From an optimization exercise on the open Yosys and OpenROAD flow, aimed at small area, a short achievable clock period and few clock cycles per item; shortcuts taken in it are not production practice.
Function was checked by simulation only, so behaviour that the tests miss may differ from the original.
Power and IR drop assume default switching activity.

==> design.v <==
package imem_pkg;
  localparam int INSTR_W = 32;
  localparam logic [INSTR_W-1:0] IMEM_NOP_WORD = 32'h0000_0013;
  typedef enum logic {
    IMEM_INIT = 1'b0,
    IMEM_RUN  = 1'b1
  } imem_state_e;
  typedef enum logic [1:0] {
    FAULT_NONE       = 2'd0,
    FAULT_MISALIGNED = 2'd1,
    FAULT_RANGE      = 2'd2
  } fault_reason_e;
  function automatic logic [1:0] fetch_fault_reason(input logic [31:0] pc,
                                                     input int          aw);
    if (pc[1:0] != 2'b00) begin
      fetch_fault_reason = imem_pkg::FAULT_MISALIGNED;
    end else if ((pc >> (aw + 2)) != 32'd0) begin
      fetch_fault_reason = imem_pkg::FAULT_RANGE;
    end else begin
      fetch_fault_reason = imem_pkg::FAULT_NONE;
    end
  endfunction
endpackage
module imem_rd8 (
  input  logic [7:0] d,
  input  logic [7:0] sel,
  output logic       y
);
  assign y = |(d & sel);
endmodule
module imem_nor2 (
  input  logic [1:0] a,
  output logic       y
);
  assign y = !(|a);
endmodule
module imem_nand4 (
  input  logic [3:0] a,
  output logic       y
);
  assign y = !(&a);
endmodule
module imem_rd_bit (
  input  logic [63:0] d,
  input  logic [63:0] sel,
  output logic        y
);
  logic [7:0] u;    
  logic [3:0] v;    
  for (genvar i = 0; i < 8; i++) begin : g_grp
    imem_rd8 u_g (.d(d[8*i +: 8]), .sel(sel[8*i +: 8]), .y(u[i]));
  end
  for (genvar i = 0; i < 4; i++) begin : g_or
    imem_nor2 u_g (.a(u[2*i +: 2]), .y(v[i]));
  end
  imem_nand4 u_y (.a(v), .y(y));
endmodule
module imem_ram
#(
  parameter  int DEPTH = 64,
  parameter  logic [imem_pkg::INSTR_W-1:0] FILL_WORD = imem_pkg::IMEM_NOP_WORD,
  localparam int AW    = $clog2(DEPTH)
) (
  input  logic               clk,
  input  logic               fill,
  input  logic               we,
  input  logic [AW-1:0]      waddr,
  input  logic [imem_pkg::INSTR_W-1:0] wdata,
  input  logic [DEPTH-1:0]   rsel,
  output logic [imem_pkg::INSTR_W-1:0] rdata
);
  logic [imem_pkg::INSTR_W-1:0] mem [DEPTH];
  logic [imem_pkg::INSTR_W-1:0] wdata_eff;
  logic [DEPTH-1:0]             wen;
  assign wdata_eff = fill ? FILL_WORD : wdata;
  always_comb begin
    for (int w = 0; w < DEPTH; w++) begin
      wen[w] = fill || (we && waddr == AW'(w));
    end
  end
  always_ff @(posedge clk) begin
    for (int w = 0; w < DEPTH; w++) begin
      if (wen[w]) begin
        mem[w] <= wdata_eff;
      end
    end
  end
  for (genvar b = 0; b < imem_pkg::INSTR_W; b++) begin : g_rd
    logic [DEPTH-1:0] col;
    for (genvar w = 0; w < DEPTH; w++) begin : g_col
      assign col[w] = mem[w][b];
    end
    imem_rd_bit u_bit (.d(col), .sel(rsel), .y(rdata[b]));
  end
endmodule
module imem_oreg
#(
  parameter int W = 33
) (
  input  logic         clk,
  input  logic [W-1:0] d,
  output logic [W-1:0] q
);
  always_ff @(posedge clk) begin
    q <= d;
  end
endmodule
module instr_mem_fetch
#(
  parameter  int                 DEPTH    = 64,
  parameter  logic [imem_pkg::INSTR_W-1:0] NOP_WORD = imem_pkg::IMEM_NOP_WORD,
  localparam int                 AW       = $clog2(DEPTH)
) (
  input  logic               clk,
  input  logic               reset,
  output logic               init_done,
  input  logic               load_en,
  input  logic [AW-1:0]      load_addr,
  input  logic [imem_pkg::INSTR_W-1:0] load_data,
  input  logic               fetch_req_valid,
  output logic               fetch_req_ready,
  input  logic [31:0]        fetch_pc,
  output logic               fetch_rsp_valid,
  input  logic               fetch_rsp_ready,
  output logic [imem_pkg::INSTR_W-1:0] fetch_instr,
  output logic               fetch_fault
);
  logic                         fill_q, ready_q;
  logic                         rd_v, rd_f;
  logic [imem_pkg::INSTR_W-1:0] rd_d;
  logic                         out_v, skid_v;
  logic [imem_pkg::INSTR_W:0]   out_d, out_q, skid_d;
  logic [imem_pkg::INSTR_W-1:0] ram_rdata;
  logic [DEPTH-1:0]             rsel;
  logic                         req_fault;
  logic [imem_pkg::INSTR_W:0]   rd_rsp;
  logic                         accept, pop, out_free;
  logic                         rd_to_out, rd_to_skid, rd_move;
  logic                         out_load;
  logic [imem_pkg::INSTR_W:0]   out_in;
  logic                         out_v_next, skid_v_next, rd_v_next;
  logic [1:0]                   count_next;
  assign req_fault = (imem_pkg::fetch_fault_reason(fetch_pc, AW) != imem_pkg::FAULT_NONE);
  logic [7:0] sel_hi, sel_lo;
  always_comb begin
    for (int i = 0; i < 8; i++) begin
      sel_hi[i] = (fetch_pc[7:5] == 3'(i));
      sel_lo[i] = (fetch_pc[4:2] == 3'(i));
    end
    for (int w = 0; w < DEPTH; w++) begin
      rsel[w] = sel_hi[w / 8] && sel_lo[w % 8];
    end
  end
  imem_ram #(
    .DEPTH     (DEPTH),
    .FILL_WORD (NOP_WORD)
  ) u_ram (
    .clk   (clk),
    .fill  (fill_q),
    .we    (load_en),
    .waddr (load_addr),
    .wdata (load_data),
    .rsel  (rsel),
    .rdata (ram_rdata)
  );
  assign accept   = fetch_req_valid && ready_q;
  assign pop      = out_v && fetch_rsp_ready;
  assign out_free = !out_v || pop;
  assign rd_rsp = {rd_f, rd_f ? NOP_WORD : rd_d};
  assign rd_to_out  = rd_v && out_free && !skid_v;
  assign rd_to_skid = rd_v && (skid_v ? out_free : !out_free);
  assign rd_move    = rd_to_out || rd_to_skid;
  assign out_load    = out_free && (skid_v || rd_v);
  assign out_in      = skid_v ? skid_d : rd_rsp;
  assign out_v_next  = out_free ? (skid_v || rd_v) : 1'b1;
  assign skid_v_next = rd_to_skid || (skid_v && !out_free);
  assign rd_v_next   = accept || (rd_v && !rd_move);
  assign count_next  = 2'(out_v_next) + 2'(skid_v_next) + 2'(rd_v_next);
  always_ff @(posedge clk) begin
    if (reset) begin
      init_done <= 1'b0;
      fill_q    <= 1'b1;
      ready_q   <= 1'b0;
      rd_v      <= 1'b0;
      out_v     <= 1'b0;
      skid_v    <= 1'b0;
    end else begin
      init_done <= 1'b1;
      fill_q    <= 1'b0;
      ready_q   <= init_done && (count_next != 2'd3);
      rd_v      <= rd_v_next;
      out_v     <= out_v_next;
      skid_v    <= skid_v_next;
    end
  end
  always_ff @(posedge clk) begin
    if (accept) begin
      rd_d <= ram_rdata;
      rd_f <= req_fault;
    end
    if (out_load) begin
      out_d <= out_in;
    end
    if (rd_to_skid) begin
      skid_d <= rd_rsp;
    end
  end
  imem_oreg #(.W(imem_pkg::INSTR_W + 1)) u_oreg (
    .clk (clk),
    .d   (out_load ? out_in : out_d),
    .q   (out_q)
  );
  assign fetch_req_ready = ready_q;
  assign fetch_rsp_valid = out_v;
  assign fetch_fault     = out_q[imem_pkg::INSTR_W];
  assign fetch_instr     = out_q[imem_pkg::INSTR_W-1:0];
endmodule
==> run.sh <==
#!/bin/bash
# synth_recipe.tcl (not shown) runs the flow's synth.tcl, then flattens the netlist and writes it again
# the make line also repeats each setting of config.mk as NAME=value (left out here)
make -C /OpenROAD-flow-scripts/flow DESIGN_CONFIG=/design/flow/config.mk WORK_HOME=/design/flow/orfs CLKGATE_MAP_FILE= SYNTH_SCRIPT=/design/flow/synth_recipe.tcl finish
==> config.mk <==
export PLATFORM = sky130hd
export DESIGN_NAME = instr_mem_fetch
export DESIGN_NICKNAME = instr_mem_fetch
export VERILOG_FILES = /design/flow/design.v
export SDC_FILE = /design/flow/constraint.sdc
export NUM_CORES = 4
export LEC_CHECK = 0
export CAP_MARGIN = 20
export CORE_MARGIN = 2
export CORE_UTILIZATION = 50
export CTS_CLUSTER_DIAMETER = 80
export CTS_CLUSTER_SIZE = 30
export SETUP_SLACK_MARGIN = 1.0
export SLEW_MARGIN = 20
export SYNTH_HIERARCHICAL = 1
export TNS_END_PERCENT = 0
==> constraint.sdc <==
create_clock -name core_clock -period 3.2 [get_ports {clk}]
set_input_delay 0.6400 -clock core_clock [delete_from_list [all_inputs] [get_ports {clk}]]
set_output_delay 0.6400 -clock core_clock [all_outputs]
set_load 0.01 [all_outputs]
==> results of run 1 <==
## timing repair
action,in CTS,in global routing
setup endpoints to repair,68,137
buffers inserted,54,7
pin swaps,28,13
resized for setup,70,16
cloned,10,1
## modules after synthesis, one instance, submodules excluded, a selection
module / flip-flops and latches / cells / area [um2] / copies in the design
imem_nand4: 0 / 1 / 6.26 / 32
imem_nor2: 0 / 1 / 3.75 / 128
imem_rd8: 0 / 5 / 36.3 / 256
instr_mem_fetch: 105 / 370 / 4350 / 1
## final cells by class
| cell class | instances | area, um2 | area share [%] |
|---|---|---|---|
| Antenna cell | 4 | 10.0 | 0.0110 |
| Multi-Input combinational cell | 1800 | 13300 | 14.5 |
| Sequential cell | 2186 | 64900 | 71.1 |
| Timing Repair Buffer | 647 | 7510 | 8.23 |
| Tap cell | 2044 | 2560 | 2.80 |
| Clock inverter | 37 | 533 | 0.584 |
| Inverter | 1 | 3.75 | 0.00411 |
| Clock buffer | 110 | 2480 | 2.71 |
## registers in the layout (all words and copies together) (netlist names)
signal,flops
ready_q,1
out_v,1
out_d,33
rd_v,1
u_oreg.q,33
fill_q,1
init_done,1
rd_d,32
u_ram.mem,2048
skid_v,1
rd_f,1
skid_d,33
## cell families (layout without fill, tap and decap cells)
kind of cell,Yosys count,in the layout,share of synthesized area [%]
flip-flops,2186,2186,83.8
multiplexers,36,36,0.489
AND/OR/NAND/NOR,606,612,4.41
XOR/XNOR,1,1,0.0113
buffers and inverters,49,795,0.320
adder cells (fa/ha/maj),2,2,0.0388
other,0,4,0
AO/OA/AOI/OAI,1149,1149,10.9
## worst max-delay path: cells and delay by family
kind / cells / cell delay (ns)
compound gates: 1 / 0.18
buf+inv: 6 / 1.05
simple gates: 5 / 0.89
## metal layers
layer / global-route usage [%] / wire, um / vias up
met5: 0 / 207 / -
met4: 9.69 / 7880 / 32
met3: 5.99 / 23600 / 314
met2: 44.8 / 107000 / 2460
met1: 42.0 / 94200 / 23332
li1: - / - / 18566
## cell usage after synthesis (2+ instances only)
cell	number	area [um2]
o21ai_1	29	145
a21o_1	44	330
and4bb_2	6	75.1
o21bai_1	20	150
mux2_2	3	33.8
nand4b_1	4	35.0
mux2i_1	30	300
nor2b_1	58	363
or3b_2	5	43.8
nor4b_2	3	45.0
a22oi_1	1024	7690
buf_2	18	90.1
or2_2	6	37.5
buf_6	5	56.3
dfxtp_1	72	1440
edfxtp_1	2114	63500
clkbuf_1	24	90.1
and3b_1	2	17.5
nand3_1	3	15.0
nand2_1	3	11.3
nor4_1	5	31.3
and2_1	5	31.3
o21ai_0	30	150
mux2_4	3	45.0
nor2_1	194	728
and3_1	3	18.8
or3_1	2	12.5
nand4_1	290	1810
nand3b_1	8	60.1
## per-stage QoR
stage / hold slack [ns] / power [mW] / setup slack, ns
after floorplan: 0.443 / 35.4 / 0.447
final: 0.358 / 52.0 / 0.836
after global routing: 0.359 / 53.3 / 0.827
after global placement: 0.462 / 37.6 / -0.957
after detailed placement: 0.458 / 37.7 / -0.992
after CTS: 0.324 / 52.1 / 0.819
## power groups by stage
stage | Clock [mW] | Combinational [mW] | Sequential (mW)
global placement | 0 | 3.22 | 34.3
CTS | 15.0 | 3.32 | 33.7
floorplan | 0 | 1.10 | 34.3
finish | 14.9 | 3.34 | 33.8
detailed placement | 0 | 3.26 | 34.4
global route | 15.9 | 3.47 | 33.9
## path summary, 6_finish.rpt
path | endpoint | slack, ns | depth (start not counted)
setup / recovery | rd_d[19] | 0.84 | 12
hold / removal | fill_q | 0.36 | 1
setup reg to reg | u_ram.mem[54][20] | 1.03 | 3
hold reg to reg | out_d[6] | 0.48 | 2
==> summary.md, run 1 <==
| Metric | Value |
|---|---|
| Tcrit/Tclk final | 73.9% |
| Internal Power | 40.4 mW |
| GPL Wtd Cong | 0.875 |
| Ratio of cells with drive above 1 in the final layout | 17.9% |
| Clk Tree Root Cell | clkbuf_16 |
| Core area | 154000 um2 |
| Hold Crit Start | reset |
| Worst reg2reg path startpoint | fill_q |
| Row count | 144 |
| Crit-path max cell delay | 0.31 ns |
| Crit-path most repeated cell | buf_4 |
| Clock group share of total power | 28.6% |
| HP Class | input pin to flop |
| DIE WIDTH | 398 um |
| Average size of a mapped cell | 19.2 um2 |
| Setup TNS | 0 ns |
| Initial antenna violation count | 27 |
| Commonest non-fill, non-tap cell in the layout | edfxtp_1 |
| CP Max Fanout | 20 |
| Combinational share of power | 6.4% |
| Routed len/inst | 34.1 um |
| Pre-antenna DRT Iters | 6 |
| Slew @ Worst Pin | 0.916 ns |
| Placed inst area | 87100 um2 |
| Cts bufs inserted | 92 |
| Worst Path Required | 3.65 ns |
| Startpoint Class | input pin |
| CTS Hold Buffers Added | 0 |
| IR drop worst, VDD | 0.000452 V |
| #FFs+latches synth | 2186 |
| Synthesized area | 77500 um2 |
| Via count of the routed design | 44704 |
| Nets | 4804 |
| Ys async rst share | 0% |
| Grt ovf | 0 |
| Layout Cells excl Fill | 6829 |
| RSZ-0062 raised after global routing | yes |
| Fin util | 59.2% |
| Arr. time, crit path | 2.81 ns |
| GRT Util Overall | 29.2% |
| DP Wirelength | 133 mm |
| Leak | 30.8 nW |
| Worst slew margin relative to its limit | 38.8% |
| Status | finished clean |
| Clock tree from TritonCTS | built |
| Slew Viols, Final | 0 |
| Max-cap check violation count | 0 |
| Sink Count | 2186 |
| Most frequent cells in the layout | edfxtp_1 (2114), a22oi_1 (1019), buf_4 (342), nand4_1 (290), buf_12 (179) |
| Final setup violation count | 0 |
| Port buffer count | 110 |
| Worst setup path startpoint | fetch_pc[5] |
| Largest net degree at the start of global routing | 65 |
| Global-route wire length before repair | 324 mm |
| DRC | 0 |
| Initial DRC count | 6685 |
| Synth Instances | 4029 |
| Post-Layout Inst Area | 91300 um2 |
| Area Overhead vs Synth | 17.8% |
| Sw Share | 22.2% |
| Power per Cell Area | 570 nW/um2 |
| Starting Density | 50.3% |
| Max Root-Sink Buffers | 3 |
| Clock transition at path regs | 0.11 ns |
| Total Wirelength | 233 mm |
| Vias in the first global route | 41946 |
| Slowest cell on the critical path | nor2_4 |
| Syn Nets | 4105 |
| Final Hold Viols | 0 |
| Worst skew pair latency | 0.76 ns |
| Max frequency | 0.423 GHz |
| H-tree depth | 3 |
| Fillers | 11235 |
| Number of flops mapped to enable cells by yosys | 2114 |
| Post-layout min period | 2.36 ns |
| Setup crit end kind | flop |
| Chip height | 398 um |
| Inst Count DP | 6606 |
| Die area | 158000 um2 |
| Vias/cell | 6.55 |
| Clk_skew | 0.0486 ns |
| Crit path kind | input pin to flop |
| Sw power | 11.6 mW |
| ANT nets after route | 0 |
| Main synth FF type | edfxtp_1 |
| CP Cell Sequence | dlygate4sd2_1 > buf_12 > nand3_4 > buf_4 > buf_4 > nor2_2 > buf_12 > buf_4 > a22oi_1 > nand4_1 > nor2_4 > nand4_1 |
| Synth cell types | 45 |
| Yosys warns | 10 |
| Seq pwr share | 64.9% |
| I/O pin cnt | 111 |
| Seq/Total Area, Yosys | 83.8% |
Testbench counts, summed over its fixed seeds: cycles 18,356, fetches 16,000.
==> run 2: changes to the inputs <==
--- a/design.v
+++ b/design.v
@@ -23,3 +23,3 @@
 endpackage
-module imem_rd8 (
+module imem_ao8 (
   input  logic [7:0] d,
@@ -30,17 +30,6 @@
 endmodule
-module imem_nor2 (
-  input  logic [1:0] a,
-  output logic       y
-);
-  assign y = !(|a);
-endmodule
-module imem_nand4 (
-  input  logic [3:0] a,
-  output logic       y
-);
-  assign y = !(&a);
-endmodule
 module imem_rd_bit (
   input  logic [63:0] d,
-  input  logic [63:0] sel,
+  input  logic [7:0]  sel_lo,
+  input  logic [7:0]  sel_hi,
   output logic        y
@@ -48,10 +37,6 @@
   logic [7:0] u;    
-  logic [3:0] v;    
-  for (genvar i = 0; i < 8; i++) begin : g_grp
-    imem_rd8 u_g (.d(d[8*i +: 8]), .sel(sel[8*i +: 8]), .y(u[i]));
-  end
-  for (genvar i = 0; i < 4; i++) begin : g_or
-    imem_nor2 u_g (.a(u[2*i +: 2]), .y(v[i]));
-  end
-  imem_nand4 u_y (.a(v), .y(y));
+  for (genvar g = 0; g < 8; g++) begin : g_grp
+    imem_ao8 u_g (.d(d[8*g +: 8]), .sel(sel_lo), .y(u[g]));
+  end
+  imem_ao8 u_y (.d(u), .sel(sel_hi), .y(y));
 endmodule
@@ -68,3 +53,4 @@
   input  logic [imem_pkg::INSTR_W-1:0] wdata,
-  input  logic [DEPTH-1:0]   rsel,
+  input  logic [7:0]         sel_lo,
+  input  logic [7:0]         sel_hi,
   output logic [imem_pkg::INSTR_W-1:0] rdata
@@ -92,3 +78,3 @@
     end
-    imem_rd_bit u_bit (.d(col), .sel(rsel), .y(rdata[b]));
+    imem_rd_bit u_bit (.d(col), .sel_lo(sel_lo), .sel_hi(sel_hi), .y(rdata[b]));
   end
@@ -133,3 +119,2 @@
   logic [imem_pkg::INSTR_W-1:0] ram_rdata;
-  logic [DEPTH-1:0]             rsel;
   logic                         req_fault;
@@ -149,5 +134,2 @@
     end
-    for (int w = 0; w < DEPTH; w++) begin
-      rsel[w] = sel_hi[w / 8] && sel_lo[w % 8];
-    end
   end
@@ -162,3 +144,4 @@
     .wdata (load_data),
-    .rsel  (rsel),
+    .sel_lo (sel_lo),
+    .sel_hi (sel_hi),
     .rdata (ram_rdata)
==> flow/run.sh (new file) <==
#!/bin/bash
# Layout flow: the standard flow (standard.sh: the standard synthesis and
# the ORFS steps) with two changes to how the layout is made:
#   - the input and output ports get buf_4 buffers rather than the delay-cell
#     buffers ORFS picks by default;
#   - the resizer may swap a cell for one of another footprint at every step
#     (MATCH_CELL_FOOTPRINT=0), so it can replace a slow buffer.
# Everything else (synthesis, floorplan, power grid, taps, CTS, routing) is
# the standard flow's. Each step's full output goes to its own log file in
# orfs/logs; the make output goes to flow_make.log here.
set -euo pipefail
bash standard.sh \
  MATCH_CELL_FOOTPRINT=0 \
  "BUFFER_PORTS_ARGS=-buffer_cell sky130_fd_sc_hd__buf_4" \
  finish > flow_make.log 2>&1
==> standard.sh (new file) <==
#!/bin/bash
# synth_recipe.tcl (not shown) runs the flow's synth.tcl, then flattens the netlist and writes it again
# the make line also repeats each setting of config.mk as NAME=value (left out here)
make -C /OpenROAD-flow-scripts/flow DESIGN_CONFIG=/design/flow/config.mk WORK_HOME=/design/flow/orfs CLKGATE_MAP_FILE= SYNTH_SCRIPT=/design/flow/synth_recipe.tcl "${@:-finish}"
removed: run.sh
==> summary.md, run 2 <==
| Metric | Value |
|---|---|
| Status | finished clean |
| Area Overhead vs Synth | 14.4% |
| Ranking of synthesized cells by area | edfxtp_1 (82%), a22oi_1 (11%), nand4_1 (2.3%), dfxtp_1 (1.9%), nor2b_1 (0.47%) |
| Initial antenna violation count | 25 |
| Setup crit end kind | flop |
| Final Power | 53.5 mW |
| Yosys top cell area share | 81.7% |
| Sink Count | 2186 |
| IR drop worst, VDD | 0.000477 V |
| Routed len/inst | 35.8 um |
| Setup TNS | 0 ns |
| Ys async rst share | 0% |
| Startpoint Class | input pin |
| Internal Power | 40.8 mW |
| Fillers | 11490 |
| DRC | 0 |
| Cts bufs inserted | 98 |
| Arr. time, crit path | 2.83 ns |
| Clock transition at path regs | 0.11 ns |
| Clk Tree Root Cell | clkbuf_16 |
| Max Root-Sink Buffers | 3 |
| Initial DRC count | 6601 |
| Clk_skew | 0.0524 ns |
| Tcrit/Tclk final | 73.8% |
| Worst R2R Setup Slack | 0.91 ns |
| Worst Path Required | 3.67 ns |
| Number of flops mapped to enable cells by yosys | 2114 |
| Pre-CTS WS | -0.239 ns |
| Via count of the routed design | 44715 |
| Synth cell types | 43 |
| #FFs+latches synth | 2186 |
| Worst reg2reg path startpoint | fill_q |
| Most frequent cells in the layout | edfxtp_1 (2114), a22oi_1 (1146), buf_4 (322), nand4_1 (290), buf_12 (125) |
| R2R cell count | 3 |
| Yosys warns | 10 |
| Average size of a mapped cell | 19.6 um2 |
| Total Wirelength | 236 mm |
| Core area | 154000 um2 |
| Die area | 158000 um2 |
| Count leader, synth | edfxtp_1 |
| Chip height | 398 um |
| Seq/Total Area, Yosys | 83.6% |
| DP Wirelength | 134 mm |
| I/O pin cnt | 111 |
| Cell accounting for the most synthesized area | edfxtp_1 |
| GPL Wtd Cong | 0.829 |
| Clock group share of total power | 29.1% |
| Row count | 144 |
| Clock tree from TritonCTS | built |
| RSZ-0062 raised after global routing | yes |
| Power per Cell Area | 602 nW/um2 |
| Vias in the first global route | 42122 |
| Synth top cells by count | edfxtp_1 (2114), a22oi_1 (1152), nand4_1 (290) |
| Max reg flops | 2048 |
| Final Hold Viols | 0 |
| Placed inst area | 85500 um2 |
| Hold depth | 3 |
| GRT Util Overall | 29.4% |
| Nets | 4542 |
| ANT nets after route | 0 |
| Register area | 64900 um2 |
| H-tree depth | 3 |
| Port buffer count | 110 |
| Starting Density | 50.4% |
| Ratio of cells with drive above 1 in the final layout | 16.5% |
| Hold Crit Start | fetch_pc[13] |
| Multi-input logic area | 13200 um2 |
| Post-layout min period | 2.36 ns |
| R2R Path End | u_ram.mem[12][11] |
| Synth Instances | 3953 |
| Seq pwr share | 63.1% |
| Fin util | 57.6% |
| Global-route wire length before repair | 328 mm |
| Sw Share | 23.8% |
| Vias/cell | 6.79 |
| Max frequency | 0.424 GHz |
| Leak | 29.7 nW |
| Crit path kind | input pin to flop |
| Pre-antenna DRT Iters | 5 |
| DIE WIDTH | 398 um |
| WHS Endpoint | rd_f |
| HP Class | input pin to flop |
| Grt ovf | 0 |
| Combinational share of power | 7.7% |
| Sw power | 12.7 mW |
| Synthesized area | 77700 um2 |
| Main synth FF type | edfxtp_1 |
| Worst slew margin relative to its limit | 21.8% |
| Slew Viols, Final | 0 |
| Max-cap check violation count | 0 |
| CP Max Fanout | 36 |
| Syn Nets | 4029 |
| Final setup violation count | 0 |
| Largest reg by FF count | u_ram.mem |
| Post-Layout Inst Area | 88900 um2 |
| Slew @ Worst Pin | 1.17 ns |
| Commonest non-fill, non-tap cell in the layout | edfxtp_1 |
| Worst skew pair latency | 0.77 ns |
| Final worst slack | 0.840 ns |
| Largest net degree at the start of global routing | 83 |
[run 2: changes by cell type after synthesis, sizes merged, moves of 4 or more]
cell	before	now
nor2	195	3
a22oi	1024	1152
buf	24	15
nand3b	8	2
nor3b	1	7
and3b	2	6
or3b	5	1
[run 2: power by group through the flow]
stage / Combinational, mW / Sequential (mW) / Clock, mW
2_1_floorplan: 1.74 / 34.4 / 0
3_3_place_gp: 4.06 / 34.4 / 0
3_5_place_dp: 4.10 / 34.4 / 0
4_1_cts: 4.11 / 33.8 / 15.7
5_1_grt: 4.31 / 33.9 / 16.6
6_report: 4.14 / 33.8 / 15.6
[run 2: layer usage]
metal  vias to the layer above  wire, um  global-route usage, %
li1                      18273         -                      -
met3                       343     23700                   5.52
met1                     23546     93800                   42.2
met2                      2527    111000                   46.0
met4                        26      7480                   8.85
met5                         -       183                      0
[run 2: area by class of cell]
type	count	area share, %
tap	2044	2.88
inverter	1	0.00422
clock inverter	57	0.787
timing repair buffer	449	5.56
multi-input combinational	1730	14.8
sequential	2186	73.1
antenna	7	0.0197
clock buffer	107	2.87
[run 2: logic make-up after synthesis]
| kind of cell | after synthesis | synth area share [%] |
|---|---|---|
| compound gates | 1277 | 12.2 |
| simple gates | 414 | 3.47 |
| flops | 2186 | 83.6 |
| fa+ha+maj | 2 | 0.0387 |
| xor+xnor | 1 | 0.0113 |
| buf+inv | 37 | 0.246 |
| mux | 36 | 0.488 |
[run 2: per-stage QoR]
step                cells  hold slack [ns]
global placement     6406            0.456
finish               6581            0.177
detailed placement   6408            0.455
floorplan            3953            0.443
global route         6574            0.187
CTS                  6573            0.143
[run 2: critical path, stage by stage]
cell and delay (ns):
buf_4 0.17, and3b_4 0.38, buf_12 0.26, buf_12 0.20
a22oi_1 0.21, nand4_1 0.12, a22oi_1 0.61, nand4_1 0.17
[run 2: worst max path at each step]
| stage | end | startpoint | slack [ns] | cells after the start |
|---|---|---|---|---|
| after global placement | rd_d[3] | fetch_pc[3] | -0.50 | 8 |
| after global routing | u_ram.mem[12][11] | fill_q | 0.86 | 3 |
| after CTS | rd_d[27] | fetch_pc[4] | 0.91 | 8 |
| after floorplan | rd_d[0] | fetch_pc[3] | -3.11 | 5 |
| after detailed placement | rd_d[2] | fetch_pc[4] | -0.24 | 8 |
| final | rd_d[16] | fetch_pc[3] | 0.84 | 8 |
[run 2: what timing repair did]
action / CTS / global route
endpoints found under the setup margin: 103 / 258
setup buffers: 0 / 0
pin swaps: 1 / 0
resized for setup: 6 / 0
endpoints found under the hold margin: 1 / 0
hold buffers: 1 / 0
[run 2: Yosys stat by module, one instance, submodules excluded, a selection]
module | area [um2] | cells | copies in the design
imem_ao8 | 36.3 | 5 | 288
instr_mem_fetch | 4050 | 294 | 1
Testbench counts of run 2, summed over its fixed seeds: cycles 18,356, fetches 16,000.

[static timing again, ports no longer ideal]
The results above use ideal ports. As a check the final layouts listed here were re-extracted and re-timed, cells and wires unchanged.
Step 1, drivers: a clkbuf_16 drives clk and a buf_2 each remaining input, both assumed.
Step 2, shift: input delay + t, output delay - t, t = (earliest + latest rising clock arrival at the registers) / 2. This alone moves slack from input paths to output paths.
a / b / c = ideal ports / drivers / drivers and shift; a / b = the first two.
run	t (ns)	slack for setup (ns)	worst hold slack (ns)	clock arrival spread, ns	cell pins on the clock port's net
run 1	0.814	0.836 / 0.814 / 0.000	0.358 / 0.307 / 0.481	0.056 / 0.056	1
run 2	0.839	0.840 / 0.882 / 0.043	0.177 / 0.115 / 0.468	0.060 / 0.060	1
For run 1, which loses most, drivers alone change the setup slack by -0.022 ns; drivers and shift together by -0.836 ns.
